Source: an optimization exercise on an open RTL-to-GDS flow (aim: small area, a short achievable clock period and few clock cycles per item). Production flows keep margins and buffers that such runs may drop.
The RTL was checked by simulation tests, not by an equivalence proof against the original design.
Power is estimated from default activity; no workload was simulated.

==> design.v <==
package erfsb_pkg;
    localparam int SIX_Q16 = 393216;
endpackage
module erfsb_mul (
    input  logic signed [32:0] i_a,
    input  logic signed [16:0] i_b,
    input  logic               i_neg,
    input  logic               i_six,
    output logic [49:0]        o_s,
    output logic [49:0]        o_c
);
    localparam int R = 9;
    logic [17:0] w_bx;
    logic [49:0] w_pp [R+1];
    always_comb begin
        w_bx = {i_b, 1'b0};
        w_pp[R] = '0;
        for (int r = 0; r < R; r++) begin
            logic [2:0]  g;
            logic        one, two, neg;
            logic [34:0] a2;
            logic [34:0] v;
            g   = (r == R - 1) ? {i_b[16], i_b[16], i_b[15]} : w_bx[2*r +: 3];
            one = g[1] ^ g[0];
            two = (g == 3'b011) || (g == 3'b100);
            neg = (one || two) && ((g[2] && !(g[1] && g[0])) ^ i_neg);
            a2  = {{2{i_a[32]}}, i_a};
            v   = one ? a2 : (two ? {a2[33:0], 1'b0} : 35'd0);
            v   = neg ? ~v : v;
            w_pp[r] = 50'($signed(v)) << (2*r);
            w_pp[R][2*r] = neg;
        end
        w_pp[R][17] = i_six;
        w_pp[R][18] = i_six;
    end
    function automatic void f_csa(input logic [49:0] x, input logic [49:0] y, input logic [49:0] z,
                                  output logic [49:0] s, output logic [49:0] c);
        s = x ^ y ^ z;
        c = ((x & y) | (x & z) | (y & z)) << 1;
    endfunction
    logic [49:0] w_l1 [7];
    logic [49:0] w_l2 [5];
    logic [49:0] w_l3 [4];
    logic [49:0] w_l4 [3];
    always_comb begin
        f_csa(w_pp[0], w_pp[1], w_pp[2], w_l1[0], w_l1[1]);
        f_csa(w_pp[3], w_pp[4], w_pp[5], w_l1[2], w_l1[3]);
        f_csa(w_pp[6], w_pp[7], w_pp[8], w_l1[4], w_l1[5]);
        w_l1[6] = w_pp[9];
        f_csa(w_l1[0], w_l1[1], w_l1[2], w_l2[0], w_l2[1]);
        f_csa(w_l1[3], w_l1[4], w_l1[5], w_l2[2], w_l2[3]);
        w_l2[4] = w_l1[6];
        f_csa(w_l2[0], w_l2[1], w_l2[2], w_l3[0], w_l3[1]);
        w_l3[2] = w_l2[3];
        w_l3[3] = w_l2[4];
        f_csa(w_l3[0], w_l3[1], w_l3[2], w_l4[0], w_l4[1]);
        w_l4[2] = w_l3[3];
        f_csa(w_l4[0], w_l4[1], w_l4[2], o_s, o_c);
    end
endmodule
module erfsb_erf (
    input  logic [8:0]  i_m,
    output logic [16:0] o_e
);
    logic [16:0] w_e0;
    logic [16:0] w_e1;
    logic [16:0] w_e2;
    always_comb begin
        case (i_m[6:0])
            7'd0: w_e0 = 17'd424;
            7'd1: w_e0 = 17'd1273;
            7'd2: w_e0 = 17'd2122;
            7'd3: w_e0 = 17'd2971;
            7'd4: w_e0 = 17'd3819;
            7'd5: w_e0 = 17'd4668;
            7'd6: w_e0 = 17'd5517;
            7'd7: w_e0 = 17'd6366;
            7'd8: w_e0 = 17'd7215;
            7'd9: w_e0 = 17'd8064;
            7'd10: w_e0 = 17'd8913;
            7'd11: w_e0 = 17'd9761;
            7'd12: w_e0 = 17'd10610;
            7'd13: w_e0 = 17'd11459;
            7'd14: w_e0 = 17'd12308;
            7'd15: w_e0 = 17'd13157;
            7'd16: w_e0 = 17'd14006;
            7'd17: w_e0 = 17'd14855;
            7'd18: w_e0 = 17'd15703;
            7'd19: w_e0 = 17'd16552;
            7'd20: w_e0 = 17'd17401;
            7'd21: w_e0 = 17'd18234;
            7'd22: w_e0 = 17'd18984;
            7'd23: w_e0 = 17'd19734;
            7'd24: w_e0 = 17'd20484;
            7'd25: w_e0 = 17'd21234;
            7'd26: w_e0 = 17'd21984;
            7'd27: w_e0 = 17'd22734;
            7'd28: w_e0 = 17'd23484;
            7'd29: w_e0 = 17'd24234;
            7'd30: w_e0 = 17'd24984;
            7'd31: w_e0 = 17'd25734;
            7'd32: w_e0 = 17'd26485;
            7'd33: w_e0 = 17'd27235;
            7'd34: w_e0 = 17'd27985;
            7'd35: w_e0 = 17'd28735;
            7'd36: w_e0 = 17'd29485;
            7'd37: w_e0 = 17'd30235;
            7'd38: w_e0 = 17'd30985;
            7'd39: w_e0 = 17'd31735;
            7'd40: w_e0 = 17'd32485;
            7'd41: w_e0 = 17'd33235;
            7'd42: w_e0 = 17'd33985;
            7'd43: w_e0 = 17'd34599;
            7'd44: w_e0 = 17'd35184;
            7'd45: w_e0 = 17'd35770;
            7'd46: w_e0 = 17'd36356;
            7'd47: w_e0 = 17'd36941;
            7'd48: w_e0 = 17'd37527;
            7'd49: w_e0 = 17'd38113;
            7'd50: w_e0 = 17'd38699;
            7'd51: w_e0 = 17'd39284;
            7'd52: w_e0 = 17'd39870;
            7'd53: w_e0 = 17'd40456;
            7'd54: w_e0 = 17'd41041;
            7'd55: w_e0 = 17'd41627;
            7'd56: w_e0 = 17'd42213;
            7'd57: w_e0 = 17'd42798;
            7'd58: w_e0 = 17'd43384;
            7'd59: w_e0 = 17'd43970;
            7'd60: w_e0 = 17'd44556;
            7'd61: w_e0 = 17'd45141;
            7'd62: w_e0 = 17'd45727;
            7'd63: w_e0 = 17'd46313;
            7'd64: w_e0 = 17'd46808;
            7'd65: w_e0 = 17'd47212;
            7'd66: w_e0 = 17'd47616;
            7'd67: w_e0 = 17'd48020;
            7'd68: w_e0 = 17'd48424;
            7'd69: w_e0 = 17'd48828;
            7'd70: w_e0 = 17'd49232;
            7'd71: w_e0 = 17'd49636;
            7'd72: w_e0 = 17'd50040;
            7'd73: w_e0 = 17'd50445;
            7'd74: w_e0 = 17'd50849;
            7'd75: w_e0 = 17'd51253;
            7'd76: w_e0 = 17'd51657;
            7'd77: w_e0 = 17'd52061;
            7'd78: w_e0 = 17'd52465;
            7'd79: w_e0 = 17'd52869;
            7'd80: w_e0 = 17'd53273;
            7'd81: w_e0 = 17'd53677;
            7'd82: w_e0 = 17'd54082;
            7'd83: w_e0 = 17'd54486;
            7'd84: w_e0 = 17'd54890;
            7'd85: w_e0 = 17'd55268;
            7'd86: w_e0 = 17'd55514;
            7'd87: w_e0 = 17'd55760;
            7'd88: w_e0 = 17'd56007;
            7'd89: w_e0 = 17'd56253;
            7'd90: w_e0 = 17'd56499;
            7'd91: w_e0 = 17'd56746;
            7'd92: w_e0 = 17'd56992;
            7'd93: w_e0 = 17'd57239;
            7'd94: w_e0 = 17'd57485;
            7'd95: w_e0 = 17'd57731;
            7'd96: w_e0 = 17'd57978;
            7'd97: w_e0 = 17'd58224;
            7'd98: w_e0 = 17'd58470;
            7'd99: w_e0 = 17'd58717;
            7'd100: w_e0 = 17'd58963;
            7'd101: w_e0 = 17'd59210;
            7'd102: w_e0 = 17'd59456;
            7'd103: w_e0 = 17'd59702;
            7'd104: w_e0 = 17'd59949;
            7'd105: w_e0 = 17'd60195;
            7'd106: w_e0 = 17'd60441;
            7'd107: w_e0 = 17'd60593;
            7'd108: w_e0 = 17'd60726;
            7'd109: w_e0 = 17'd60859;
            7'd110: w_e0 = 17'd60991;
            7'd111: w_e0 = 17'd61124;
            7'd112: w_e0 = 17'd61257;
            7'd113: w_e0 = 17'd61390;
            7'd114: w_e0 = 17'd61522;
            7'd115: w_e0 = 17'd61655;
            7'd116: w_e0 = 17'd61788;
            7'd117: w_e0 = 17'd61921;
            7'd118: w_e0 = 17'd62053;
            7'd119: w_e0 = 17'd62186;
            7'd120: w_e0 = 17'd62319;
            7'd121: w_e0 = 17'd62452;
            7'd122: w_e0 = 17'd62584;
            7'd123: w_e0 = 17'd62717;
            7'd124: w_e0 = 17'd62850;
            7'd125: w_e0 = 17'd62983;
            7'd126: w_e0 = 17'd63115;
            7'd127: w_e0 = 17'd63248;
            default: w_e0 = 17'd65536;
        endcase
    end
    always_comb begin
        case (i_m[6:0])
            7'd0: w_e1 = 17'd63346;
            7'd1: w_e1 = 17'd63409;
            7'd2: w_e1 = 17'd63472;
            7'd3: w_e1 = 17'd63536;
            7'd4: w_e1 = 17'd63599;
            7'd5: w_e1 = 17'd63662;
            7'd6: w_e1 = 17'd63725;
            7'd7: w_e1 = 17'd63788;
            7'd8: w_e1 = 17'd63852;
            7'd9: w_e1 = 17'd63915;
            7'd10: w_e1 = 17'd63978;
            7'd11: w_e1 = 17'd64041;
            7'd12: w_e1 = 17'd64104;
            7'd13: w_e1 = 17'd64168;
            7'd14: w_e1 = 17'd64231;
            7'd15: w_e1 = 17'd64294;
            7'd16: w_e1 = 17'd64357;
            7'd17: w_e1 = 17'd64420;
            7'd18: w_e1 = 17'd64483;
            7'd19: w_e1 = 17'd64547;
            7'd20: w_e1 = 17'd64610;
            7'd21: w_e1 = 17'd64667;
            7'd22: w_e1 = 17'd64693;
            7'd23: w_e1 = 17'd64720;
            7'd24: w_e1 = 17'd64747;
            7'd25: w_e1 = 17'd64773;
            7'd26: w_e1 = 17'd64800;
            7'd27: w_e1 = 17'd64826;
            7'd28: w_e1 = 17'd64853;
            7'd29: w_e1 = 17'd64879;
            7'd30: w_e1 = 17'd64906;
            7'd31: w_e1 = 17'd64932;
            7'd32: w_e1 = 17'd64959;
            7'd33: w_e1 = 17'd64985;
            7'd34: w_e1 = 17'd65012;
            7'd35: w_e1 = 17'd65038;
            7'd36: w_e1 = 17'd65065;
            7'd37: w_e1 = 17'd65091;
            7'd38: w_e1 = 17'd65118;
            7'd39: w_e1 = 17'd65144;
            7'd40: w_e1 = 17'd65171;
            7'd41: w_e1 = 17'd65198;
            7'd42: w_e1 = 17'd65224;
            7'd43: w_e1 = 17'd65237;
            7'd44: w_e1 = 17'd65247;
            7'd45: w_e1 = 17'd65257;
            7'd46: w_e1 = 17'd65266;
            7'd47: w_e1 = 17'd65276;
            7'd48: w_e1 = 17'd65286;
            7'd49: w_e1 = 17'd65296;
            7'd50: w_e1 = 17'd65306;
            7'd51: w_e1 = 17'd65316;
            7'd52: w_e1 = 17'd65326;
            7'd53: w_e1 = 17'd65336;
            7'd54: w_e1 = 17'd65346;
            7'd55: w_e1 = 17'd65355;
            7'd56: w_e1 = 17'd65365;
            7'd57: w_e1 = 17'd65375;
            7'd58: w_e1 = 17'd65385;
            7'd59: w_e1 = 17'd65395;
            7'd60: w_e1 = 17'd65405;
            7'd61: w_e1 = 17'd65415;
            7'd62: w_e1 = 17'd65425;
            7'd63: w_e1 = 17'd65435;
            7'd64: w_e1 = 17'd65441;
            7'd65: w_e1 = 17'd65444;
            7'd66: w_e1 = 17'd65448;
            7'd67: w_e1 = 17'd65451;
            7'd68: w_e1 = 17'd65454;
            7'd69: w_e1 = 17'd65457;
            7'd70: w_e1 = 17'd65461;
            7'd71: w_e1 = 17'd65464;
            7'd72: w_e1 = 17'd65467;
            7'd73: w_e1 = 17'd65470;
            7'd74: w_e1 = 17'd65473;
            7'd75: w_e1 = 17'd65477;
            7'd76: w_e1 = 17'd65480;
            7'd77: w_e1 = 17'd65483;
            7'd78: w_e1 = 17'd65486;
            7'd79: w_e1 = 17'd65490;
            7'd80: w_e1 = 17'd65493;
            7'd81: w_e1 = 17'd65496;
            7'd82: w_e1 = 17'd65499;
            7'd83: w_e1 = 17'd65503;
            7'd84: w_e1 = 17'd65506;
            7'd85: w_e1 = 17'd65509;
            7'd86: w_e1 = 17'd65510;
            7'd87: w_e1 = 17'd65511;
            7'd88: w_e1 = 17'd65511;
            7'd89: w_e1 = 17'd65512;
            7'd90: w_e1 = 17'd65513;
            7'd91: w_e1 = 17'd65514;
            7'd92: w_e1 = 17'd65515;
            7'd93: w_e1 = 17'd65516;
            7'd94: w_e1 = 17'd65517;
            7'd95: w_e1 = 17'd65518;
            7'd96: w_e1 = 17'd65519;
            7'd97: w_e1 = 17'd65520;
            7'd98: w_e1 = 17'd65521;
            7'd99: w_e1 = 17'd65522;
            7'd100: w_e1 = 17'd65523;
            7'd101: w_e1 = 17'd65524;
            7'd102: w_e1 = 17'd65525;
            7'd103: w_e1 = 17'd65526;
            7'd104: w_e1 = 17'd65526;
            7'd105: w_e1 = 17'd65527;
            7'd106: w_e1 = 17'd65528;
            7'd107: w_e1 = 17'd65529;
            7'd108: w_e1 = 17'd65529;
            7'd109: w_e1 = 17'd65529;
            7'd110: w_e1 = 17'd65530;
            7'd111: w_e1 = 17'd65530;
            7'd112: w_e1 = 17'd65530;
            7'd113: w_e1 = 17'd65530;
            7'd114: w_e1 = 17'd65531;
            7'd115: w_e1 = 17'd65531;
            7'd116: w_e1 = 17'd65531;
            7'd117: w_e1 = 17'd65532;
            7'd118: w_e1 = 17'd65532;
            7'd119: w_e1 = 17'd65532;
            7'd120: w_e1 = 17'd65532;
            7'd121: w_e1 = 17'd65533;
            7'd122: w_e1 = 17'd65533;
            7'd123: w_e1 = 17'd65533;
            7'd124: w_e1 = 17'd65534;
            7'd125: w_e1 = 17'd65534;
            7'd126: w_e1 = 17'd65534;
            7'd127: w_e1 = 17'd65534;
            default: w_e1 = 17'd65536;
        endcase
    end
    always_comb begin
        case (i_m[6:0])
            7'd0: w_e2 = 17'd65535;
            7'd1: w_e2 = 17'd65535;
            7'd2: w_e2 = 17'd65535;
            7'd3: w_e2 = 17'd65535;
            7'd4: w_e2 = 17'd65535;
            7'd5: w_e2 = 17'd65535;
            7'd6: w_e2 = 17'd65535;
            7'd7: w_e2 = 17'd65535;
            7'd8: w_e2 = 17'd65535;
            7'd9: w_e2 = 17'd65535;
            7'd10: w_e2 = 17'd65535;
            7'd11: w_e2 = 17'd65535;
            7'd12: w_e2 = 17'd65535;
            7'd13: w_e2 = 17'd65535;
            7'd14: w_e2 = 17'd65535;
            7'd15: w_e2 = 17'd65535;
            7'd16: w_e2 = 17'd65535;
            7'd17: w_e2 = 17'd65535;
            7'd18: w_e2 = 17'd65535;
            7'd19: w_e2 = 17'd65535;
            7'd20: w_e2 = 17'd65535;
            7'd21: w_e2 = 17'd65536;
            7'd22: w_e2 = 17'd65536;
            7'd23: w_e2 = 17'd65536;
            7'd24: w_e2 = 17'd65536;
            7'd25: w_e2 = 17'd65536;
            7'd26: w_e2 = 17'd65536;
            7'd27: w_e2 = 17'd65536;
            7'd28: w_e2 = 17'd65536;
            7'd29: w_e2 = 17'd65536;
            7'd30: w_e2 = 17'd65536;
            7'd31: w_e2 = 17'd65536;
            7'd32: w_e2 = 17'd65536;
            7'd33: w_e2 = 17'd65536;
            7'd34: w_e2 = 17'd65536;
            7'd35: w_e2 = 17'd65536;
            7'd36: w_e2 = 17'd65536;
            7'd37: w_e2 = 17'd65536;
            7'd38: w_e2 = 17'd65536;
            7'd39: w_e2 = 17'd65536;
            7'd40: w_e2 = 17'd65536;
            7'd41: w_e2 = 17'd65536;
            7'd42: w_e2 = 17'd65536;
            7'd43: w_e2 = 17'd65536;
            7'd44: w_e2 = 17'd65536;
            7'd45: w_e2 = 17'd65536;
            7'd46: w_e2 = 17'd65536;
            7'd47: w_e2 = 17'd65536;
            7'd48: w_e2 = 17'd65536;
            7'd49: w_e2 = 17'd65536;
            7'd50: w_e2 = 17'd65536;
            7'd51: w_e2 = 17'd65536;
            7'd52: w_e2 = 17'd65536;
            7'd53: w_e2 = 17'd65536;
            7'd54: w_e2 = 17'd65536;
            7'd55: w_e2 = 17'd65536;
            7'd56: w_e2 = 17'd65536;
            7'd57: w_e2 = 17'd65536;
            7'd58: w_e2 = 17'd65536;
            7'd59: w_e2 = 17'd65536;
            7'd60: w_e2 = 17'd65536;
            7'd61: w_e2 = 17'd65536;
            7'd62: w_e2 = 17'd65536;
            7'd63: w_e2 = 17'd65536;
            7'd64: w_e2 = 17'd65536;
            7'd65: w_e2 = 17'd65536;
            7'd66: w_e2 = 17'd65536;
            7'd67: w_e2 = 17'd65536;
            7'd68: w_e2 = 17'd65536;
            7'd69: w_e2 = 17'd65536;
            7'd70: w_e2 = 17'd65536;
            7'd71: w_e2 = 17'd65536;
            7'd72: w_e2 = 17'd65536;
            7'd73: w_e2 = 17'd65536;
            7'd74: w_e2 = 17'd65536;
            7'd75: w_e2 = 17'd65536;
            7'd76: w_e2 = 17'd65536;
            7'd77: w_e2 = 17'd65536;
            7'd78: w_e2 = 17'd65536;
            7'd79: w_e2 = 17'd65536;
            7'd80: w_e2 = 17'd65536;
            7'd81: w_e2 = 17'd65536;
            7'd82: w_e2 = 17'd65536;
            7'd83: w_e2 = 17'd65536;
            7'd84: w_e2 = 17'd65536;
            7'd85: w_e2 = 17'd65536;
            7'd86: w_e2 = 17'd65536;
            7'd87: w_e2 = 17'd65536;
            7'd88: w_e2 = 17'd65536;
            7'd89: w_e2 = 17'd65536;
            7'd90: w_e2 = 17'd65536;
            7'd91: w_e2 = 17'd65536;
            7'd92: w_e2 = 17'd65536;
            7'd93: w_e2 = 17'd65536;
            7'd94: w_e2 = 17'd65536;
            7'd95: w_e2 = 17'd65536;
            7'd96: w_e2 = 17'd65536;
            7'd97: w_e2 = 17'd65536;
            7'd98: w_e2 = 17'd65536;
            7'd99: w_e2 = 17'd65536;
            7'd100: w_e2 = 17'd65536;
            7'd101: w_e2 = 17'd65536;
            7'd102: w_e2 = 17'd65536;
            7'd103: w_e2 = 17'd65536;
            7'd104: w_e2 = 17'd65536;
            7'd105: w_e2 = 17'd65536;
            7'd106: w_e2 = 17'd65536;
            7'd107: w_e2 = 17'd65536;
            7'd108: w_e2 = 17'd65536;
            7'd109: w_e2 = 17'd65536;
            7'd110: w_e2 = 17'd65536;
            7'd111: w_e2 = 17'd65536;
            7'd112: w_e2 = 17'd65536;
            7'd113: w_e2 = 17'd65536;
            7'd114: w_e2 = 17'd65536;
            7'd115: w_e2 = 17'd65536;
            7'd116: w_e2 = 17'd65536;
            7'd117: w_e2 = 17'd65536;
            7'd118: w_e2 = 17'd65536;
            7'd119: w_e2 = 17'd65536;
            7'd120: w_e2 = 17'd65536;
            7'd121: w_e2 = 17'd65536;
            7'd122: w_e2 = 17'd65536;
            7'd123: w_e2 = 17'd65536;
            7'd124: w_e2 = 17'd65536;
            7'd125: w_e2 = 17'd65536;
            7'd126: w_e2 = 17'd65536;
            7'd127: w_e2 = 17'd65536;
            default: w_e2 = 17'd65536;
        endcase
    end
    assign o_e = (i_m[8:7] == 2'd0) ? w_e0 : (i_m[8:7] == 2'd1) ? w_e1 : (i_m[8:7] == 2'd2) ? w_e2 : 17'd65536;
endmodule
import erfsb_pkg::*;
module erf_smoothed_box_profile (
    input  logic               i_clk,
    input  logic               i_rst_n,
    input  logic               i_valid,
    output logic               o_stall,
    input  logic               i_mode,
    input  logic [4:0]         i_param_index,
    input  logic signed [31:0] i_param_value,
    input  logic [11:0]        i_point_index,
    output logic               o_valid,
    input  logic               i_stall,
    output logic [11:0]        o_point_out,
    output logic signed [47:0] o_density,
    input  logic               i_cfg_we,
    input  logic [2:0]         i_cfg_idx,
    input  logic [31:0]        i_cfg_data
);
    localparam int S_IDLE = 0;
    localparam int S_PREP = 1;
    localparam int S_BOX  = 2;
    localparam int S_J    = 3;
    localparam int S_J2   = 4;
    localparam int S_E    = 5;
    localparam int S_EX   = 6;
    localparam int S_P1   = 7;
    localparam int S_P2   = 8;
    localparam int S_P3   = 9;
    localparam int S_P4   = 10;
    localparam int S_FIN  = 11;
    localparam int NS     = 12;
    logic signed [31:0] r_scale;
    logic [15:0]        r_inv;
    logic [4:0]         r_bcnt;
    logic [15:0]        r_psp;
    logic [23:0]        r_loff;
    logic [23:0]        r_bsp;
    logic               r_cw;
    logic [2:0]         r_ci;
    logic [31:0]        r_cd;
    logic signed [31:0] r_pr [17];
    logic [4:0]         r_hp;
    logic signed [47:0] r_step  [16];
    logic signed [47:0] r_super;
    logic               r_b0v, r_b1v;
    logic               r_b0m, r_b1m;
    logic [4:0]         r_b0i, r_b1i;
    logic [31:0]        r_b0d, r_b1d;
    logic               r_stall;
    logic               r_l1v, r_l2v, r_l3v, r_l4v, r_l5v;
    logic [4:0]         r_l1i, r_l2i, r_l3i, r_l4i, r_l5i;
    logic signed [48:0] r_lr;
    logic signed [32:0] r_ma;
    logic signed [16:0] r_mb;
    logic               r_mneg;
    logic [49:0]        r_ms, r_mc;
    logic signed [49:0] r_p;
    logic               r_dbusy;
    logic [4:0]         r_dcnt;
    logic [16:0]        r_drem;
    logic [18:0]        r_h;
    logic signed [19:0] r_l;
    logic               r_dirty;
    logic signed [47:0] r_rsat;
    logic signed [31:0] r_ths;
    logic               r_e1v, r_emv, r_e2v;
    logic [11:0]        r_e1x, r_emx, r_e2x;
    logic signed [31:0] r_emp;
    logic               r_e2fs, r_e2fz;
    logic [NS-1:0]      r_st;
    logic [4:0]         r_k;
    logic [15:0]        r_koh;
    logic signed [55:0] r_acc;
    logic signed [31:0] r_d;
    logic [11:0]        r_u;
    logic [9:0]         r_j;
    logic               r_fsat, r_fnz;
    logic               r_ov, r_sv;
    logic [11:0]        r_opt, r_spt;
    logic signed [47:0] r_dens, r_sdens;
    logic [4:0] w_n;
    logic       w_inv0;
    logic       w_acc_item;
    logic       w_ld_idle;
    logic       w_cfg_any;
    assign w_n        = (r_bcnt > 5'd16) ? 5'd16 : r_bcnt;
    assign w_inv0     = (r_inv == 16'd0);
    assign w_acc_item = i_valid && !r_stall;
    assign w_ld_idle  = !r_l1v && !r_l2v && !r_l3v && !r_l4v && !r_l5v;
    assign w_cfg_any  = r_cw && (r_ci <= 3'd5);
    function automatic logic signed [47:0] f_clamp2(input logic signed [55:0] a);
        logic signed [56:0] v;
        v = {a, 1'b0};
        if (v[56:47] == {10{v[56]}}) f_clamp2 = v[47:0];
        else if (v[56])              f_clamp2 = {1'b1, {47{1'b0}}};
        else                         f_clamp2 = {1'b0, {47{1'b1}}};
    endfunction
    logic signed [47:0] w_stepk;
    always_comb begin
        w_stepk = '0;
        for (int i = 0; i < 16; i++) begin
            w_stepk = w_stepk | (r_step[i] & {48{r_koh[i]}});
        end
    end
    logic w_last;
    assign w_last = ((r_k + 5'd1) >= w_n);
    logic w_e2_go, w_e2_free, w_em_go, w_em_free, w_e1_go, w_e1_free;
    logic w_disp_ev, w_disp_ld, w_pop;
    logic w_ev_ok;
    logic w_slow_start, w_prep_start;
    assign w_e2_go    = r_e2v && (r_e2fs || r_e2fz || r_st[S_FIN]) && !r_sv;
    assign w_e2_free  = !r_e2v || w_e2_go;
    assign w_em_go    = r_emv && w_e2_free;
    assign w_em_free  = !r_emv || w_em_go;
    assign w_e1_go    = r_e1v && w_em_free;
    assign w_e1_free  = !r_e1v || w_e1_go;
    logic w_emfs, w_emfz, w_emsat;
    assign w_emfs  = (w_n != 5'd0) && !w_inv0 && (r_emp > r_ths);
    assign w_emfz  = (w_n == 5'd0) || (!w_inv0 && (r_emp <= 32'(r_l)));
    assign w_emsat = !w_inv0 && (33'(r_emp) > $signed({14'd0, r_h}));
    assign w_slow_start = w_em_go && !w_emfs && !w_emfz;
    assign w_ev_ok   = !r_dirty && !r_dbusy && w_ld_idle && !r_st[S_PREP];
    assign w_disp_ev = r_b0v && r_b0m && w_ev_ok && w_e1_free;
    logic w_ld_head, w_ld_here, w_turn;
    assign w_ld_head = r_b0v && !r_b0m && !r_l1v && !r_e1v && !r_emv && !r_e2v &&
                       (r_st[S_IDLE] || r_st[S_PREP]);
    assign w_ld_here = (r_b0i > 5'd16) || (r_hp == ((r_b0i == 5'd0) ? 5'd16 : (r_b0i - 5'd1)));
    assign w_disp_ld = w_ld_head && w_ld_here;
    assign w_turn    = w_ld_head && (r_b0i <= 5'd16);
    assign w_pop     = w_disp_ev || w_disp_ld;
    assign w_prep_start = r_st[S_IDLE] && r_dirty && !r_dbusy && w_ld_idle &&
                          !r_e1v && !r_emv && !r_e2v && !w_disp_ld;
    logic signed [31:0] w_pos;
    assign w_pos = 32'(r_e1x) * 32'(r_psp) - 32'(r_loff);
    logic [49:0]        w_ms, w_mc;
    logic signed [49:0] w_mp;
    erfsb_mul u_mul (
        .i_a   (r_st[S_BOX] ? 33'(r_d) : r_ma),
        .i_b   (r_mb),
        .i_neg (r_mneg),
        .i_six (r_st[S_BOX]),
        .o_s   (w_ms),
        .o_c   (w_mc)
    );
    assign w_mp = $signed(r_ms + r_mc);
    logic [27:0] w_u3;
    logic [10:0] w_jr;
    logic [9:0]  w_j;
    assign w_u3 = 28'(r_u) * 28'd43691;
    assign w_jr = w_u3[27:17];
    assign w_j  = (w_jr >= 11'd1024) ? 10'd1023 : w_jr[9:0];
    logic        w_rpos;
    logic [8:0]  w_m;
    logic        w_full;
    logic [16:0] w_e;
    assign w_rpos = r_j[9];
    assign w_m    = r_j[9] ? r_j[8:0] : ~r_j[8:0];
    assign w_full = (w_m >= 9'd277);
    erfsb_erf u_erf (
        .i_m (w_m),
        .o_e (w_e)
    );
    logic signed [31:0] w_dn;
    logic w_nsat, w_nnz;
    assign w_dn   = r_d - 32'(r_bsp);
    assign w_nsat = !w_inv0 && (33'(w_dn) > $signed({14'd0, r_h}));
    assign w_nnz  = w_inv0 || (33'(w_dn) > 33'(r_l));
    logic signed [55:0] w_opb;
    logic signed [55:0] w_sum;
    always_comb begin
        if (r_l4v || r_st[S_P3] || r_st[S_P4]) w_opb = 56'(r_p);
        else if (r_st[S_E] || r_st[S_EX])      w_opb = 56'(w_stepk);
        else                            w_opb = 56'($signed({w_stepk, 1'b0}));
    end
    assign w_sum = r_acc + w_opb;
    logic signed [47:0] w_res;
    assign w_res = r_st[S_FIN] ? f_clamp2(r_acc) : (r_e2fs ? r_rsat : f_clamp2(56'(r_super)));
    logic [NS-1:0] w_nst;
    logic          w_after;    
    assign w_after = w_last || !r_fnz;
    always_comb begin
        w_nst = '0;
        if (w_slow_start) begin
            w_nst[S_BOX] = 1'b1;
        end else begin
            if (r_st[S_IDLE]) begin
                if (w_prep_start) w_nst[S_PREP] = 1'b1; else w_nst[S_IDLE] = 1'b1;
            end
            if (r_st[S_PREP]) begin
                    if (w_disp_ld || w_cfg_any || r_dbusy || r_k >= w_n) w_nst[S_IDLE] = 1'b1;
                    else                                                   w_nst[S_PREP] = 1'b1;
            end
            if (r_st[S_BOX]) begin
                    if (r_fsat) begin
                        if (w_last || !w_nnz) w_nst[S_FIN] = 1'b1;
                        else                  w_nst[S_BOX] = 1'b1;
                    end else if (r_fnz) begin
                        w_nst[S_J] = 1'b1;
                    end else begin
                        w_nst[S_FIN] = 1'b1;
                    end
            end
            if (r_st[S_J])  w_nst[S_J2] = 1'b1;
            if (r_st[S_J2]) w_nst[S_E] = 1'b1;
            if (r_st[S_E]) begin
                    if (!w_full)     w_nst[S_P1] = 1'b1;
                    else if (w_rpos) w_nst[S_EX] = 1'b1;
                    else if (w_after) w_nst[S_FIN] = 1'b1;
                    else             w_nst[S_BOX] = 1'b1;
            end
            if (r_st[S_EX]) begin
                if (w_after) w_nst[S_FIN] = 1'b1; else w_nst[S_BOX] = 1'b1;
            end
            if (r_st[S_P1]) w_nst[S_P2] = 1'b1;
            if (r_st[S_P2]) w_nst[S_P3] = 1'b1;
            if (r_st[S_P3]) w_nst[S_P4] = 1'b1;
            if (r_st[S_P4]) begin
                if (w_after) w_nst[S_FIN] = 1'b1; else w_nst[S_BOX] = 1'b1;
            end
            if (r_st[S_FIN]) begin
                if (!r_sv) w_nst[S_IDLE] = 1'b1; else w_nst[S_FIN] = 1'b1;
            end
        end
    end
    always_ff @(posedge i_clk) begin
        if (!i_rst_n) begin
            r_cw    <= 1'b0;
            r_scale <= 32'sd65536;
            r_inv   <= 16'd256;
            r_bcnt  <= 5'd1;
            r_psp   <= 16'd85;
            r_loff  <= '0;
            r_bsp   <= 24'd256;
            r_super <= '0;
            r_b0v   <= 1'b0;
            r_b1v   <= 1'b0;
            r_stall <= 1'b0;
            r_hp    <= 5'd16;
            r_l1v   <= 1'b0;
            r_l2v   <= 1'b0;
            r_l3v   <= 1'b0;
            r_l4v   <= 1'b0;
            r_l5v   <= 1'b0;
            r_dbusy <= 1'b0;
            r_h     <= 19'd1536;
            r_l     <= -20'sd1536;
            r_dirty <= 1'b1;
            r_e1v   <= 1'b0;
            r_emv   <= 1'b0;
            r_e2v   <= 1'b0;
            r_st    <= NS'(1);
            r_ov    <= 1'b0;
            r_sv    <= 1'b0;
        end else begin
            r_cw <= i_cfg_we;
            if (r_cw) begin
                case (r_ci)
                    3'd0: r_scale <= r_cd;
                    3'd1: r_inv   <= r_cd[15:0];
                    3'd2: r_bcnt  <= r_cd[4:0];
                    3'd3: r_psp   <= r_cd[15:0];
                    3'd4: r_loff  <= r_cd[23:0];
                    3'd5: r_bsp   <= r_cd[23:0];
                    default: ;
                endcase
            end
            begin
                logic nb0v, nb1v, hm;
                nb0v = r_b0v;
                nb1v = r_b1v;
                if (w_pop) begin
                    nb0v = r_b1v;
                    nb1v = 1'b0;
                end
                if (w_acc_item) begin
                    if (!nb0v) nb0v = 1'b1;
                    else       nb1v = 1'b1;
                end
                hm = w_pop ? (r_b1v ? r_b1m : i_mode) : (r_b0v ? r_b0m : i_mode);
                r_b0v <= nb0v;
                r_b1v <= nb1v;
                r_stall <= nb1v || (nb0v && !hm);
            end
            if (w_turn) r_hp <= (r_hp == 5'd16) ? 5'd0 : (r_hp + 5'd1);
            r_l1v <= w_disp_ld && (r_b0i <= 5'd16);
            r_l2v <= r_l1v;
            r_l3v <= r_l2v;
            r_l4v <= r_l3v;
            r_l5v <= r_l4v;
            if (r_l5v && r_l5i == 5'd0) r_super <= r_lr[47:0];
            if (r_cw && r_ci == 3'd1) begin
                r_dbusy <= 1'b1;
                r_h     <= '0;
            end else if (r_dbusy) begin
                if (r_dcnt == 5'd19) begin
                    r_dbusy <= 1'b0;
                    r_l     <= -$signed({1'b0, r_h}) - $signed({19'd0, (r_drem != 17'd0)});
                end else begin
                    logic [17:0] a1;
                    a1 = {r_drem, (r_dcnt < 5'd2)};
                    r_h <= {r_h[17:0], (a1 >= {2'd0, r_inv})};
                end
            end
            if (w_disp_ld || w_cfg_any)                         r_dirty <= 1'b1;
            else if (r_st[S_PREP] && r_k >= w_n && !r_dbusy)    r_dirty <= 1'b0;
            if (w_disp_ev)    r_e1v <= 1'b1;
            else if (w_e1_go) r_e1v <= 1'b0;
            if (w_e1_go)      r_emv <= 1'b1;
            else if (w_em_go) r_emv <= 1'b0;
            if (w_em_go)      r_e2v <= 1'b1;
            else if (w_e2_go) r_e2v <= 1'b0;
            r_st <= w_nst;
            if (!r_ov || !i_stall) begin
                r_ov <= r_sv || w_e2_go;
                r_sv <= 1'b0;
            end else if (w_e2_go) begin
                r_sv <= 1'b1;
            end
        end
    end
    always_ff @(posedge i_clk) begin
        r_ci <= i_cfg_idx;
        r_cd <= i_cfg_data;
        if (w_pop) begin
            r_b0m <= r_b1v ? r_b1m : i_mode;
            r_b0i <= r_b1v ? r_b1i : i_param_index;
            r_b0d <= r_b1v ? r_b1d : (i_mode ? 32'(i_point_index) : i_param_value);
        end else if (!r_b0v) begin
            r_b0m <= i_mode;
            r_b0i <= i_param_index;
            r_b0d <= i_mode ? 32'(i_point_index) : i_param_value;
        end
        if (!r_b1v) begin
            r_b1m <= i_mode;
            r_b1i <= i_param_index;
            r_b1d <= i_mode ? 32'(i_point_index) : i_param_value;
        end
        if (w_disp_ld) r_l1i <= r_b0i;
        if (w_turn) begin
            r_pr[0] <= w_disp_ld ? r_b0d : r_pr[1];
            for (int i = 1; i < 16; i++) r_pr[i] <= r_pr[i+1];
            r_pr[16] <= r_pr[0];
        end
        r_l2i <= r_l1i;
        r_l3i <= r_l2i;
        r_l4i <= r_l3i;
        r_l5i <= r_l4i;
        r_lr  <= 49'(w_sum);
        if (r_l5v && r_l5i != 5'd0) begin
            r_step[r_l5i[3:0] - 4'd1] <= r_lr[48:1];
        end
        if (w_disp_ld) begin
            if (r_b0i == 5'd0) r_ma <= 33'($signed(r_b0d));
            else               r_ma <= 33'($signed(r_b0d)) - 33'(r_pr[0]);
            r_mb   <= {1'b0, r_scale[15:0]};
            r_mneg <= 1'b0;
        end else if (r_l1v) begin
            r_mb   <= {r_scale[31], r_scale[31:16]};
        end else if (w_slow_start) begin
            r_mb   <= {1'b0, r_inv};
            r_mneg <= 1'b0;
        end else if (r_st[S_E] && !w_full) begin
            r_ma   <= {9'd0, w_stepk[23:0]};
            r_mb   <= {1'b0, w_e[15:0]};
            r_mneg <= !w_rpos;
        end else if (r_st[S_P1]) begin
            r_ma   <= 33'($signed(w_stepk[47:24]));
        end else if (r_st[S_P2]) begin
            r_mb   <= {1'b0, r_inv};
            r_mneg <= 1'b0;
        end
        r_ms <= w_ms;
        r_mc <= w_mc;
        if (r_st[S_P2])      r_p <= w_mp >>> 16;
        else if (r_st[S_P3]) r_p <= w_mp <<< 8;
        else                 r_p <= w_mp;
        if (r_cw && r_ci == 3'd1) begin
            r_dcnt <= '0;
            r_drem <= '0;
        end else if (r_dbusy && r_dcnt != 5'd19) begin
            logic [17:0] a1;
            a1 = {r_drem, (r_dcnt < 5'd2)};
            r_drem <= (a1 >= {2'd0, r_inv}) ? 17'(a1 - {2'd0, r_inv}) : a1[16:0];
            r_dcnt <= r_dcnt + 5'd1;
        end
        if (w_disp_ev) r_e1x <= r_b0d[11:0];
        if (w_e1_go) begin
            r_emx <= r_e1x;
            r_emp <= w_pos;
        end
        if (w_em_go) begin
            r_e2x  <= r_emx;
            r_e2fs <= w_emfs;
            r_e2fz <= w_emfz;
        end
        if (r_l2v) begin
            r_acc <= 56'(w_mp >>> 16);
        end else if (r_l4v) begin
        end else if (w_slow_start) begin
            r_acc <= 56'(r_super);
        end else if (r_st[S_IDLE]) begin
            if (w_prep_start) r_acc <= 56'(r_super);
        end else if ((r_st[S_PREP] && r_k < w_n) || (r_st[S_BOX] && r_fsat) ||
                     (r_st[S_E] && (!w_full || w_rpos)) || r_st[S_EX] || r_st[S_P3] || r_st[S_P4]) begin
            r_acc <= w_sum;
        end
        if (w_slow_start) begin
            r_k    <= '0;
            r_koh  <= 16'd1;
            r_d    <= r_emp;
            r_fsat <= w_emsat;
            r_fnz  <= 1'b1;
        end else if (r_st[S_IDLE]) begin
            r_k   <= '0;
            r_koh <= 16'd1;
            r_d   <= 32'(r_h);
        end else begin
            if ((r_st[S_PREP] && r_k < w_n) || (r_st[S_BOX] && r_fsat) ||
                (r_st[S_E] && w_full && !w_rpos) || r_st[S_EX] || r_st[S_P4]) begin
                r_k   <= r_k + 5'd1;
                r_koh <= {r_koh[14:0], 1'b0};
            end
            if (r_st[S_PREP]) begin
                if (r_k < w_n) begin
                    if (r_k != 5'd0) r_d <= r_d + 32'(r_bsp);
                end else begin
                    r_rsat <= f_clamp2(r_acc);
                    r_ths  <= r_d;
                end
            end
            if (r_st[S_BOX]) begin
                r_d    <= w_dn;
                r_fsat <= w_nsat;
                r_fnz  <= w_nnz;
            end
            if (r_st[S_J])  r_u <= w_mp[19:8];
            if (r_st[S_J2]) r_j <= w_j;
        end
        if (!r_ov || !i_stall) begin
            if (r_sv) begin
                r_opt  <= r_spt;
                r_dens <= r_sdens;
            end else if (w_e2_go) begin
                r_opt  <= r_e2x;
                r_dens <= w_res;
            end
        end else if (w_e2_go) begin
            r_spt   <= r_e2x;
            r_sdens <= w_res;
        end
    end
    assign o_stall     = r_stall;
    assign o_valid     = r_ov;
    assign o_point_out = r_opt;
    assign o_density   = r_dens;
endmodule
==> run.sh <==
#!/bin/bash
# synth_recipe.tcl (not shown) runs the flow's synth.tcl, then flattens the netlist and writes it again
# the make line also repeats each setting of config.mk as NAME=value (left out here)
make -C /OpenROAD-flow-scripts/flow DESIGN_CONFIG=/design/flow/config.mk WORK_HOME=/design/flow/orfs CLKGATE_MAP_FILE= SYNTH_SCRIPT=/design/flow/synth_recipe.tcl finish
==> config.mk <==
export PLATFORM = sky130hd
export DESIGN_NAME = erf_smoothed_box_profile
export DESIGN_NICKNAME = erf_smoothed_box_profile
export VERILOG_FILES = /design/flow/design.v
export SDC_FILE = /design/flow/constraint.sdc
export NUM_CORES = 4
export LEC_CHECK = 0
export CAP_MARGIN = 20
export CORE_MARGIN = 2
export CORE_UTILIZATION = 60
export CTS_BUF_LIST = sky130_fd_sc_hd__clkbuf_8
export SLEW_MARGIN = 20
==> constraint.sdc <==
create_clock -name core_clock -period 15.0 [get_ports {i_clk}]
set_input_delay 3.0000 -clock core_clock [delete_from_list [all_inputs] [get_ports {i_clk}]]
set_output_delay 3.0000 -clock core_clock [all_outputs]
set_load 0.01 [all_outputs]
==> out/summary.md, run 1 <==
Total power for the finished layout comes to 23.6 mW. Entering global routing, the biggest net connects 219 pins. In the synthesized netlist the dominant register cell turns out to be sky130_fd_sc_hd__edfxtp_1. sky130_fd_sc_hd__edfxtp_1 is the most common cell in the netlist. The number of gates resized after CTS was 0.

CTS saw 2353 sinks. The yosys synthesis warning count came out at 9. Summed over all layers, the routed wires come to 404000 um. The relative contribution of sequential cells to total power was 0.384; the clock latency on the worst-skew pair was 1.13 ns. The number of buffer cells added on primary ports was 151; the synthesis-stage register bit count was 2353. For the clock power share, the log shows 0.229.

The tools report the initial standard-cell utilization of the core as 0.604. The switching part of the total power is 0.390. Combinational share of power: 0.387. Between clock sinks in the finished design, the worst skew comes to 0.120 ns. The logs give 7.38 ns for the arrival time reported for the critical path endpoint and 15.75 ns for the worst endpoint required time.

The internal power of the cells totals 14.4 mW. After detailed routing, the average wire length per cell comes to 28.3 um. The measured slew at the worst slew-check pin was 1.26 ns.

The portion of the clock cycle consumed by the worst path in the final layout was 0.442. A clean result was blocked by antenna rules. Floorplan die area: 214000 sq um. Relative to the synthesized area, the layout overhead comes to 9.41%. For the antenna violation net count after detailed routing, the log shows 1. Counting instances in the post-synthesis netlist gives the leading cell types as 1781 x sky130_fd_sc_hd__edfxtp_1, 1136 x sky130_fd_sc_hd__nand2_1, 839 x sky130_fd_sc_hd__inv_1. Counting flops with a built-in enable in the synthesized netlist gives 1781.

Number of remaining DRC errors: 0. The routed design could run at a clock period as short as 6.63 ns. The sequential fraction of the synthesis area is 0.514.

Setup repair after global routing left no endpoint under its margin. Routability-driven placement finished with a final weighted congestion of 1.00. The analysis attributes to net switching a power of 9.19 mW. The flow ran to the end, but the layout failed its checks. Summed over all cells, the static leakage comes to 53.1 nW. For the number of antenna violations at the first check in global routing, the log shows 28.

Total global routing overflow: 0. The all-layer global routing usage came out at 0.370. STA classifies the critical path endpoint as a flop. The run gives 0 as the number of max-capacitance violations reported. In this run, post-CTS hold repair placed 0 buffers.

The area share of the largest cell type after synthesis is 0.423, and the total via count after detailed routing is 90889. TritonCTS built the clock tree. The clock tree synthesis step divided the H-tree into 5 levels. The number of buffers inserted during clock tree synthesis came out at 385. The fraction of final layout cells with drive strength greater than 1 is 0.0975, and the maximum vdd drop is 0.000144 V. The number of global-route vias before repair was 89517; the max-slew violation count was 0.

Final number of hold-violating endpoints: 0. The critical path in this run is classified as reg2reg. In this run the core area contains 168 standard-cell rows. After synthesis, the cell types taking the most area are sky130_fd_sc_hd__edfxtp_1 42%, sky130_fd_sc_hd__dfxtp_1 9.1%, sky130_fd_sc_hd__fa_1 7.4%, sky130_fd_sc_hd__ha_1 6.1%, sky130_fd_sc_hd__nand2_1 3.4%.

The logs give 126000 sq um for the summed instance area of the synthesized netlist and 0 ns for the sum of negative setup slack. Synthesized netlist cell count: 11035. For the number of search-and-repair iterations in the first detailed-routing pass, the log shows 8. STA classifies the critical path startpoint as a flop. In this run the post-CTS setup repair buffer count came out at 0. The tree is rooted in a sky130_fd_sc_hd__clkbuf_8. Setup violations remaining at the end of the flow were counted as 0. In this run the vertical extent of the chip is 463 um.

The initial DRC count is 11551, and the proportion of synthesized flip-flops having asynchronous set or reset is 0. The largest total area in the synthesized netlist belongs to sky130_fd_sc_hd__edfxtp_1. During I/O placement, the number of pins put on the boundary was 152. After the last flow step, the layout net total stands at 12299. Path category of the worst min-delay check: reg2reg.

For this design the ratio of total power to cell area is 171 nW/um^2. The mean instance size in the synthesized netlist is 11.5 sq um. The run gives 4 as the maximum number of buffers from clock root to sink. Detailed placement finished with a half-perimeter wire length of 281000 um.

Measured along the x axis, the die boundary spans 463 um. Headroom to the max-slew limit: 0.154. Timing would allow up to 0.151 GHz. Counting the fill cells in the layout gives 15871. The tools report the distinct cell type count of the synthesized netlist as 110. The core region is 209000 sq um. The run gives 12208 as the number of nets in the synthesized netlist.

The wire length of the first global-routing pass is 589000 um, and the peak fanout along the critical path is 17. The CTS clock-pin slew for the worst setup and hold paths was 0.06 ns; the average via count per standard cell was 6.38.
power by group through the flow:
stage / Combinational [mW] / Clock (mW) / Sequential, mW
6_report: 9.13 / 5.41 / 9.05
5_1_grt: 10.1 / 5.74 / 9.09
4_1_cts: 9.01 / 5.47 / 9.01
3_5_place_dp: 8.95 / 0 / 9.14
3_3_place_gp: 8.79 / 0 / 9.11
2_1_floorplan: 6.03 / 0 / 8.74
metal layers:
| metal | vias up | global-route usage | wire length [um] |
|---|---|---|---|
| met2 | 5282 | 0.569 | 180000 |
| met5 | - | 0 | 103 |
| li1 | 39790 | - | - |
| met3 | 1093 | 0.0748 | 39900 |
| met1 | 44708 | 0.496 | 159000 |
| met4 | 16 | 0.205 | 25000 |
worst paths after layout:
kind                              end               start  slack [ns]  depth (start not counted)
hold / removal       r_l3i[1]$_DFF_P_    r_l2i[1]$_DFF_P_        0.29                          0
setup reg to reg  r_emp[27]$_DFFE_PP_  r_e1x[4]$_DFFE_PP_        8.37                         19
setup / recovery  r_emp[27]$_DFFE_PP_  r_e1x[4]$_DFFE_PP_        8.37                         19
hold reg to reg      r_l3i[1]$_DFF_P_    r_l2i[1]$_DFF_P_        0.29                          0
critical path, stage by stage, from the launching register on:
cell,delay (ns)
sky130_fd_sc_hd__edfxtp_1,0.80
sky130_fd_sc_hd__nand2_1,0.17
sky130_fd_sc_hd__fa_1,0.56
sky130_fd_sc_hd__inv_1,0.05
sky130_fd_sc_hd__fa_1,0.48
sky130_fd_sc_hd__fa_1,0.54
sky130_fd_sc_hd__inv_1,0.05
sky130_fd_sc_hd__fa_1,0.48
sky130_fd_sc_hd__inv_1,0.06
sky130_fd_sc_hd__fa_1,0.44
sky130_fd_sc_hd__ha_1,0.35
sky130_fd_sc_hd__or4_1,0.49
sky130_fd_sc_hd__a31oi_1,0.19
sky130_fd_sc_hd__a21oi_1,0.12
sky130_fd_sc_hd__a221oi_1,0.40
sky130_fd_sc_hd__nor2b_1,0.12
sky130_fd_sc_hd__o41ai_1,0.42
sky130_fd_sc_hd__o21ai_1,0.17
sky130_fd_sc_hd__o41ai_1,0.34
sky130_fd_sc_hd__xnor2_1,0.10
kinds of logic after synthesis:
group | Yosys count | synth area share
buf+inv | 1471 | 0.0444
simple gates | 2526 | 0.0902
mux | 504 | 0.0426
compound gates | 2575 | 0.137
flops | 2353 | 0.514
fa+ha+maj | 1083 | 0.135
xor+xnor | 523 | 0.0366
cells in the final DEF (no fill, tap or decap), types with 69 or more instances in the layout:
master                            Yosys  layout
sky130_fd_sc_hd__nand2_1           1136    1134
sky130_fd_sc_hd__nand4_1             82      82
sky130_fd_sc_hd__nor3_1             103      98
sky130_fd_sc_hd__xor2_1             121     118
sky130_fd_sc_hd__a21oi_1            532     531
sky130_fd_sc_hd__edfxtp_1          1781    1781
sky130_fd_sc_hd__ha_1               613     610
sky130_fd_sc_hd__clkdlybuf4s50_1      0     149
sky130_fd_sc_hd__fa_1               470     470
sky130_fd_sc_hd__o21ai_0            509     505
sky130_fd_sc_hd__mux2_2             252     252
sky130_fd_sc_hd__a21o_1             180     180
sky130_fd_sc_hd__inv_1              839     967
sky130_fd_sc_hd__a21boi_0           179     178
sky130_fd_sc_hd__nor2_1             541     518
sky130_fd_sc_hd__and2_1             112     112
sky130_fd_sc_hd__a22oi_1            368     368
sky130_fd_sc_hd__a22o_1             129     129
sky130_fd_sc_hd__mux2i_1            250     248
sky130_fd_sc_hd__nand3_1            173     173
sky130_fd_sc_hd__buf_4                4     175
sky130_fd_sc_hd__a211oi_1            72      69
sky130_fd_sc_hd__clkbuf_8             0     424
sky130_fd_sc_hd__a221oi_1            79      79
sky130_fd_sc_hd__dfxtp_1            572     549
sky130_fd_sc_hd__a31oi_1             93      93
sky130_fd_sc_hd__xnor2_1            398     388
sky130_fd_sc_hd__nand2b_1           120     120
through the flow:
stage          cells  hold slack, ns   util  instance area [sq um]  worst slack (ns)
3_5_place_dp   13543           0.312  0.625                 131000              8.48
4_1_cts        14230           0.287  0.660                 138000              8.42
3_3_place_gp   13541           0.311  0.625                 131000              8.51
5_1_grt        14237           0.288  0.660                 138000              8.09
2_1_floorplan  11035           0.310      -                 126000              5.09
6_report       14250           0.289  0.660                 138000              8.37
state kept, by name (all words and copies together) (netlist names), 19 cells and up:
signal and flops:
r_scale 32, r_ths 32, r_pr 544, r_p 50, r_rsat 48, r_lr 49, r_b0d 32, r_h 19
r_mc 46, r_l 20, r_step 768, r_b1d 32, r_d 32, r_loff 24, r_ma 33, r_bsp 24
r_cd 32, r_super 48, r_dens 48, r_sdens 48, r_emp 29, r_ms 50, r_acc 56
cell type report:
class | instances | area (sq um) | area share
repair buffers | 331 | 2890 | 0.0209
well taps | 2805 | 3510 | 0.0254
diodes | 19 | 47.5 | 0.000344
multi-input cells | 7211 | 56300 | 0.407
clock inverters | 263 | 1510 | 0.0109
flip-flops and latches | 2353 | 65000 | 0.470
inverters | 844 | 3170 | 0.0229
clock buffers | 424 | 5840 | 0.0422
Testbench counts, summed over its fixed seeds: cycles 1,255, points 512.
==> run 2: changes to the inputs <==
--- a/config.mk
+++ b/config.mk
@@ -9,3 +9,3 @@
 export CORE_MARGIN = 2
-export CORE_UTILIZATION = 60
+export CORE_UTILIZATION = 55
 export CTS_BUF_LIST = sky130_fd_sc_hd__clkbuf_8
==> run 2 against run 1 <==
Against the previous run:
- the run now finishes clean
- non-clock buffer count fell by 19
- critical path depth did not move
- design area rose by 0.22%
- cell count rose by 1.3%
- clock-buffer cell count rose by 16
- critical path type unchanged
==> out/summary.md, run 2 <==
The tools report the total global routing overflow as 0 (unchanged). The number of enable-type register cells in the synthesized netlist works out to 1781 (unchanged). The flip-flop count of the largest register after layout was 768 (unchanged). The max-slew violation count came out at 0 (unchanged).

The summed instance area of the synthesized netlist was 126000 sq um (unchanged); the net count of the finished layout was 12293 (-0.049%). The largest family of logic cells by synthesized area is compound AO/OA/AOI/OAI gates. The floorplan die area came out at 234000 sq um (+9.0%).

TritonCTS built the clock tree. The number of remaining DRC errors came out at 0 (unchanged). The largest individual stage delay along the critical path comes from the cell sky130_fd_sc_hd__edfxtp_1.

The run gives 88438 (-1.2%) as the number of global-route vias before repair. The post-route minimum period works out to 6.69 ns (+0.0557 ns). The run finished with no timing, DRC or antenna violations. The logs give 5 (unchanged) for the number of levels the H-tree was split into and 1.16 ns (+0.03 ns) for the clock latency on the worst-skew pair.

The largest area contributor in the netlist was sky130_fd_sc_hd__edfxtp_1. The path category of the worst min-delay check was reg2reg. The tools report the fmax as 0.150 GHz (-0.83%). The family of cells with the greatest summed delay on the critical path is adder cells.

The tools report the number of buffers inserted to repair setup after CTS as 0 (unchanged). sky130_fd_sc_hd__edfxtp_1 is the most common cell in the netlist. The number of search-and-repair iterations in the first detailed-routing pass came out at 6 (-2).

The sort of element at the end of the critical path is a flop. The worst path buffer plus inverter count was 3 (unchanged). The tools report the sequential cell area as 65000 sq um (about the same).

The worst setup path is launched from a flop. The library cell used most frequently in the layout, excluding fill and tap cells, is sky130_fd_sc_hd__edfxtp_1. The final worst clock skew is 0.153 ns (+0.0337 ns), and the fill cell total of the finished layout is 18580 (+17%). Average wire per cell in the routed design: 27.6 um (-2.7%). The antenna violation net count after detailed routing came out at 0 (-1). In the synthesized netlist the dominant register cell turns out to be sky130_fd_sc_hd__edfxtp_1. The slack of the worst reg-to-reg path is 8.31 ns (-0.06 ns), and the width of the chip is 483 um (+4.4%). The aggregate routed wire length is 398000 um (-1.4%). The wire length of the first global-routing pass is 583000 um (-1.0%). Measured slew at the worst slew-check pin: 1.28 ns (+0.0183 ns). The XOR/XNOR share of the synthesized area works out to 0.0366 (unchanged).

The headroom to the max-slew limit was 0.145 (-0.00968). The mean instance size in the synthesized netlist works out to 11.5 sq um (unchanged). The arrival time reported for the critical path endpoint was 7.47 ns (+0.09 ns); the portion of the clock cycle consumed by the worst path in the final layout was 0.446 (+0.00371). The tools report the initial standard-cell utilization of the core as 0.554 (-0.0492). The largest net degree at the start of global routing is 228 (+4.1%), and the die height is 483 um (+4.4%). The logs give 0.608 (-0.0525) for the final core utilization and 0.334 (-0.0359) for the all-layer global routing usage. The count of boundary I/O pins is 152 (unchanged), and the peak fanout along the critical path is 17 (unchanged).

The distinct cell type count of the synthesized netlist is 110 (unchanged). The proportion of synthesized flip-flops having asynchronous set or reset is 0 (unchanged), and the sum of negative setup slack is 0 ns (unchanged). The logs give 0 (unchanged) for the number of buffers inserted for hold repair after clock tree synthesis and 398 (+3.4%) for the number of buffers inserted during clock tree synthesis. The run gives 56300 sq um (about the same) as the area of the multi-input gates.

The tools report the total core area as 228000 sq um (+8.9%). Counting instances in the post-synthesis netlist gives the leading cell types as 1781 x sky130_fd_sc_hd__edfxtp_1, 1136 x sky130_fd_sc_hd__nand2_1, 839 x sky130_fd_sc_hd__inv_1. The post-synthesis share of cell area spent on full adders, half adders and majority gates is 0.135 (unchanged). In the layout the commonest cells are 1781 x sky130_fd_sc_hd__edfxtp_1, 1135 x sky130_fd_sc_hd__nand2_1, 958 x sky130_fd_sc_hd__inv_1. The multiplexer fraction of the synthesized cell area was 0.0426 (unchanged); the number of cell rows was 175 (+4.2%). Setup repair after global routing left no endpoint under its margin. The static leakage is 53.2 nW (about the same), and the power density relative to cell area is 169 nW/um^2 (-0.74%).

For the worst endpoint required time, the log shows 15.79 ns (+0.04 ns). The synthesis-stage register bit count is 2353 (unchanged), and the weighted congestion reported at the end of routability-driven placement is 0.962 (-3.8%). The number of max-capacitance violations reported was 0 (unchanged). The simple-gate area share of the yosys netlist came out at 0.0902 (unchanged). The worst setup path is of the reg2reg kind. The cell sitting at the root of the clock tree is a sky130_fd_sc_hd__clkbuf_8.

Fraction of the mapped netlist area in compound gates: 0.137 (unchanged). The sequential fraction of the synthesis area was 0.514 (unchanged). Initial DRC count: 10063 (-13%).

The CTS sink count was 2353 (unchanged). The number of antenna violations at the first check in global routing is 17 (-39%), and the setup violation total in the final timing report is 0 (unchanged). The run gives 0.000115 V (-20%) as the maximum vdd drop. By instance count, the cell type seen most on the critical path is sky130_fd_sc_hd__fa_1. Relative to the synthesized area, the layout overhead comes to 9.65%. The number of buffer cells added on primary ports was 151 (unchanged).

Yosys attributes the largest share of cell area to sky130_fd_sc_hd__edfxtp_1 42%, sky130_fd_sc_hd__dfxtp_1 9.1%, sky130_fd_sc_hd__fa_1 7.4%, sky130_fd_sc_hd__ha_1 6.1%, sky130_fd_sc_hd__nand2_1 3.4%. The critical path goes through nand2_1 > fa_1 > inv_1 > fa_1 > fa_1 > inv_1 > fa_1 > inv_1 > fa_1 > ha_1 > or4_1 > a31oi_1 > a21oi_1 > a221oi_1 > nor2b_1 > o41ai_1 > o21ai_1 > o41ai_1 > xnor2_1. The final number of hold-violating endpoints came out at 0 (unchanged). The number of cells upsized or downsized after cts was 0 (unchanged). CTS clock-pin slew for the worst setup and hold paths: 0.06 ns (about the same). The average via count per standard cell was 6.21 (-2.7%).

The logs give 9 (unchanged) for the yosys synthesis warning count and 4 (unchanged) for the maximum number of buffers from clock root to sink. Total via count after detailed routing: 89664 (-1.3%). For the synthesized netlist cell count, the log shows 11035 (unchanged). The detailed-placement wirelength estimate came out at 271000 um (-3.5%). Area share of the largest cell type after synthesis: 0.423 (unchanged). The number of nets in the synthesized netlist was 12208 (unchanged).

The maximum cell stage delay along the critical path was 0.78 ns (-0.02 ns); the fraction of final layout cells with drive strength greater than 1 was 0.0985 (+0.000954).
run 2: cell counts after synthesis:
No cell type changed its count.
run 2: final timing paths:
path,startpoint,end,cells after the start
min reg2reg,r_l4i[0]$_DFF_P_,r_l5i[0]$_DFF_P_,0
min,r_l4i[0]$_DFF_P_,r_l5i[0]$_DFF_P_,0
max,r_e1x[4]$_DFFE_PP_,r_emp[27]$_DFFE_PP_,19
max reg2reg,r_e1x[4]$_DFFE_PP_,r_emp[27]$_DFFE_PP_,19
run 2: worst register-to-register path, cell delays in order, from the launching register on:
cell                       delay, ns
sky130_fd_sc_hd__edfxtp_1       0.78
sky130_fd_sc_hd__nand2_1        0.18
sky130_fd_sc_hd__fa_1           0.56
sky130_fd_sc_hd__inv_1          0.05
sky130_fd_sc_hd__fa_1           0.48
sky130_fd_sc_hd__fa_1           0.54
sky130_fd_sc_hd__inv_1          0.05
sky130_fd_sc_hd__fa_1           0.47
sky130_fd_sc_hd__inv_1          0.05
sky130_fd_sc_hd__fa_1           0.43
sky130_fd_sc_hd__ha_1           0.34
sky130_fd_sc_hd__or4_1          0.49
sky130_fd_sc_hd__a31oi_1        0.17
sky130_fd_sc_hd__a21oi_1        0.13
sky130_fd_sc_hd__a221oi_1       0.48
sky130_fd_sc_hd__nor2b_1        0.13
sky130_fd_sc_hd__o41ai_1        0.44
sky130_fd_sc_hd__o21ai_1        0.19
sky130_fd_sc_hd__o41ai_1        0.35
sky130_fd_sc_hd__xnor2_1        0.10
run 2: area by class of cell:
type	count	area share
diodes	6	0.000108
inverters	844	0.0229
well taps	3009	0.0272
clock buffers	440	0.0437
flip-flops and latches	2353	0.469
clock inverters	267	0.0110
repair buffers	312	0.0201
multi-input cells	7211	0.406
run 2: cell families after synthesis:
logic type / count (synthesis)
simple gates: 2526
mux: 504
buf+inv: 1471
fa+ha+maj: 1083
compound gates: 2575
xor+xnor: 523
flops: 2353
run 2: per-stage QoR:
stage / worst slack [ns] / hold WS [ns] / power, mW / cell area, sq um / instances
floorplan: 5.09 / 0.310 / 14.8 / 126000 / 11035
CTS: 8.33 / 0.322 / 23.5 / 139000 / 14434
finish: 8.31 / 0.321 / 23.5 / 139000 / 14442
global route: 7.92 / 0.330 / 24.9 / 139000 / 14438
detailed placement: 8.34 / 0.312 / 17.9 / 131000 / 13727
global placement: 8.36 / 0.314 / 17.7 / 131000 / 13726
run 2: metal layers:
layer,GRT usage,vias up,wire (um),share of wire
met5,0,-,108,0.00027
met4,0.147,16,18700,0.047
met3,0.0668,793,35700,0.090
met2,0.505,4373,175000,0.44
met1,0.469,44719,169000,0.42
li1,-,39763,-,-
run 2: where the power goes:
part,internal (mW),total [mW],switching [mW]
Sequential,8.22,9.03,0.813
Clock,2.92,5.54,2.63
Combinational,3.33,8.90,5.57
==> run 3: changes to the inputs <==
--- a/design.v
+++ b/design.v
@@ -533,2 +533,4 @@
     logic signed [31:0] r_ths;
+    logic signed [31:0] r_hb;       
+    logic signed [31:0] r_lb;       
     logic               r_e1v, r_emv, r_e2v;
@@ -633,4 +635,4 @@
     assign w_dn   = r_d - 32'(r_bsp);
-    assign w_nsat = !w_inv0 && (33'(w_dn) > $signed({14'd0, r_h}));
-    assign w_nnz  = w_inv0 || (33'(w_dn) > 33'(r_l));
+    assign w_nsat = !w_inv0 && (r_d > r_hb);
+    assign w_nnz  = w_inv0 || (r_d > r_lb);
     logic signed [55:0] w_opb;
@@ -896,2 +898,4 @@
                     r_ths  <= r_d;
+                    r_hb   <= 32'(r_h) + 32'(r_bsp);
+                    r_lb   <= 32'(r_l) + 32'(r_bsp);
                 end
==> run 3 against run 2 <==
Against the previous run:
- still clean on timing, DRC and antenna
- design area grew 2.0%
- area after synthesis is 1.7% higher
- sequential power grew 2.8%
- synthesized cell count rose by 2.5%
==> out/summary.md, run 3 <==
The commonest cells after synthesis are 1832 x sky130_fd_sc_hd__edfxtp_1, 1189 x sky130_fd_sc_hd__nand2_1, 885 x sky130_fd_sc_hd__inv_1. The worst endpoint required time was 15.81 ns (+0.02 ns). The sort of element at the end of the critical path was a flop.

The reg-to-reg endpoint was r_acc[51]$_DFFE_PP_. The mean instance size in the synthesized netlist was 11.4 sq um (-0.73%); the floorplan die area was 238000 sq um (+1.7%). The initial DRC count came out at 10968 (+9.0%). The run gives 0.248 (+0.012) as the clock power share. For the number of buffers inserted for hold repair after clock tree synthesis, the log shows 0 (unchanged). The largest area contributor in the netlist was sky130_fd_sc_hd__edfxtp_1. The fraction of final layout cells with drive strength greater than 1 is 0.0955 (-0.00297), and the maximum number of buffers from clock root to sink is 4 (unchanged). For the synthesized netlist cell count, the log shows 11307 (+2.5%). Traced cell by cell, the critical path runs through buf_4 > a22o_1 > a221oi_1 > nand3_1 > nor2_1 > mux2_2 > o21ai_0 > ha_1 > and2_1 > a311oi_1 > o2bb2ai_1 > o31ai_2 > a221o_1 > a2111oi_2 > o41a_2 > o31ai_1 > o41ai_2 > o21ai_0 > xor2_1 > nand2_1 > a21oi_1. Proportion of synthesized flip-flops having asynchronous set or reset: 0 (unchanged). In this run the critical register-to-register path is launched from r_koh[12]$_SDFFE_PP0P_. The logs give 8.22 ns (-0.10 ns) for the slack of the worst reg-to-reg path and 2404 (+2.2%) for the CTS sink count. The run gives 0 (unchanged) as the number of max-capacitance violations reported. The worst hold path begins at r_l2i[2]$_DFF_P_. The portion of the clock cycle consumed by the worst path in the final layout was 0.452 (+0.00665).

The tools report the total via count after detailed routing as 91389 (+1.9%). The path category of the worst min-delay check was reg2reg. Measured slew at the worst slew-check pin: 1.13 ns (-0.146 ns). For the number of antenna violations at the first check in global routing, the log shows 23 (+6). For the number of cell rows, the log shows 177 (+1.1%). The combinational share of power came out at 0.343 (-0.036). The switching part of the total power was 0.371 (-0.0123). The yosys synthesis warning count is 9 (unchanged), and the largest net degree at the start of global routing is 206 (-9.6%). The post-route minimum period is 6.78 ns (+0.0997 ns), and the number of search-and-repair iterations in the first detailed-routing pass is 8 (+2). The number of global-route vias before repair came out at 90329 (+2.1%).

The initial standard-cell utilization of the core was 0.553 (-0.00164). Setup repair after global routing left no endpoint under its margin. The number of buffer cells added on primary ports works out to 151 (unchanged). Final number of hold-violating endpoints: 0 (unchanged). The tools report the total global routing overflow as 0 (unchanged).

The most common cell after layout, fill and taps aside is sky130_fd_sc_hd__edfxtp_1. From synthesis to final layout, the design area changed by 9.91%. The average via count per standard cell was 6.17 (-0.65%); the count of boundary I/O pins was 152 (unchanged). The logs give 0 (unchanged) for the number of cells upsized or downsized after cts and 0.323 ns (+0.00211 ns) for the smallest hold slack. The depth of the worst register-to-register path is 21 (+2), and the total core area is 233000 sq um (+2.0%). The clock latency on the worst-skew pair came out at 1.17 ns (about the same).

For the setup violation total in the final timing report, the log shows 0 (unchanged). The CTS clock-pin slew for the worst setup and hold paths was 0.06 ns (about the same). The average wire per cell in the routed design is 27.4 um (-0.70%), and the worst hold path cell count is 0 (unchanged).

The logs give 0.517 (+0.00325) for the sequential fraction of the synthesis area and 8.44 mW (-6.3%) for the power spent charging and discharging nets. The number of buffers inserted to repair setup after CTS is 0 (unchanged). The tools report the startpoint type of the worst setup path as a flop. The internal power of the cells is 14.3 mW (-1.3%). Maximum vdd drop: 0.000109 V (-4.9%). The run finished with no timing, DRC or antenna violations.

The logs give 129000 sq um (+1.7%) for the summed instance area of the synthesized netlist and 0 (unchanged) for the max-slew violation count. Static leakage: 54.8 nW (+3.1%). The instance area at placement is 134000 sq um (+2.0%). In the layout the commonest cells are 1832 x sky130_fd_sc_hd__edfxtp_1, 1186 x sky130_fd_sc_hd__nand2_1, 1014 x sky130_fd_sc_hd__inv_1. Clock tree synthesis selected as its root buffer the cell sky130_fd_sc_hd__clkbuf_8. The most repeated cell in the gate-level netlist after synthesis was sky130_fd_sc_hd__edfxtp_1. For the fmax, the log shows 0.147 GHz (-1.5%). The synthesis-stage register bit count came out at 2404 (+2.2%). The most used flip-flop cell after synthesis is sky130_fd_sc_hd__edfxtp_1. The distinct cell type count of the synthesized netlist is 99 (-10%). The run gives 141000 sq um (+2.0%) as the design area. The maximum cell stage delay along the critical path is 0.85 ns (+0.07 ns).
[run 3: how the worst max path moves through the flow]
stage / start / to / slack [ns] / depth (start not counted)
after floorplan: r_l[19]$_SDFFE_PN1P_ / r_hb[0]$_DFFE_PP_ / 1.78 / 15
final: r_koh[12]$_SDFFE_PP0P_ / r_acc[51]$_DFFE_PP_ / 8.22 / 21
after CTS: r_koh[12]$_SDFFE_PP0P_ / r_acc[51]$_DFFE_PP_ / 8.49 / 21
after global routing: r_koh[12]$_SDFFE_PP0P_ / r_acc[51]$_DFFE_PP_ / 8.04 / 21
after detailed placement: r_e1x[1]$_DFFE_PP_ / r_emp[28]$_DFFE_PP_ / 8.49 / 23
after global placement: r_e1x[1]$_DFFE_PP_ / r_emp[27]$_DFFE_PP_ / 8.53 / 23
[run 3: layout make-up]
type | instances | area, sq um
Sequential cell | 2404 | 66500
Timing Repair Buffer | 339 | 2970
Fill cell | 18964 | 91300
Antenna cell | 11 | 27.5
Clock buffer | 433 | 5960
Multi-Input combinational cell | 7415 | 56900
Inverter | 889 | 3340
Clock inverter | 282 | 1720
Tap cell | 3043 | 3810
[run 3: worst max-delay path: cells and delay by family (launching register included)]
family | cells | cell delay (ns)
and+or+nand+nor | 4 | 1.21
buffers and inverters | 1 | 0.43
AOI/OAI and AO/OA | 13 | 3.36
xor gates and xnor gates | 1 | 0.17
DFF | 1 | 0.58
muxes | 1 | 0.32
adders and majority gates | 1 | 0.37
[run 3: cells by family after synthesis]
group	count (synthesis)	share of synthesized area
buf+inv	1488	0.0437
compound gates	2607	0.134
fa+ha+maj	1119	0.136
simple gates	2670	0.0926
mux	460	0.0385
flops	2404	0.517
xor+xnor	559	0.0382
[run 3: metal layers]
| metal | routed length (um) | GRT usage | part of all wire |
|---|---|---|---|
| met5 | 80 | 0 | 0.00020 |
| met4 | 16900 | 0.130 | 0.042 |
| met3 | 38600 | 0.0705 | 0.095 |
| met2 | 182000 | 0.521 | 0.45 |
| met1 | 169000 | 0.470 | 0.42 |
[run 3: power by group through the flow]
stage	Sequential, mW	Clock [mW]	Combinational, mW
finish	9.28	5.64	7.80
global route	9.32	6.03	8.70
CTS	9.24	5.74	7.75
detailed placement	9.37	0	7.69
global placement	9.36	0	7.58
floorplan	8.91	0	5.25
[run 3: metrics by stage]
step | setup slack, ns | total power, mW | instances | utilization
5_1_grt | 8.04 | 24.1 | 14807 | 0.607
4_1_cts | 8.49 | 22.7 | 14804 | 0.607
3_3_place_gp | 8.53 | 16.9 | 14089 | 0.574
2_1_floorplan | 1.78 | 14.2 | 11307 | -
6_report | 8.22 | 22.7 | 14816 | 0.607
3_5_place_dp | 8.49 | 17.1 | 14089 | 0.574
Testbench counts of run 3, summed over its fixed seeds: cycles 1,255, points 512.

static timing again, ports no longer ideal:
How much do the figures lean on ideal ports? The routed layouts below were timed once more, with nothing changed but the port constraints. Step 1, drivers: a clkbuf_16 drives i_clk and a buf_2 each remaining input, both assumed. Step 2 times the ports against the registers' clock, not the clock port: input delays grow and output delays shrink by t, the midpoint of the rising clock arrivals with the driver on. a / b / c = no drivers / after step 1 / after step 2; a / b = the first two.
run	shift t [ns]	setup WS [ns]
run 1	1.155	8.370 / 8.370 / 8.370
run 2	1.169	8.315 / 8.315 / 8.315
run 3	1.181	8.215 / 8.215 / 8.215
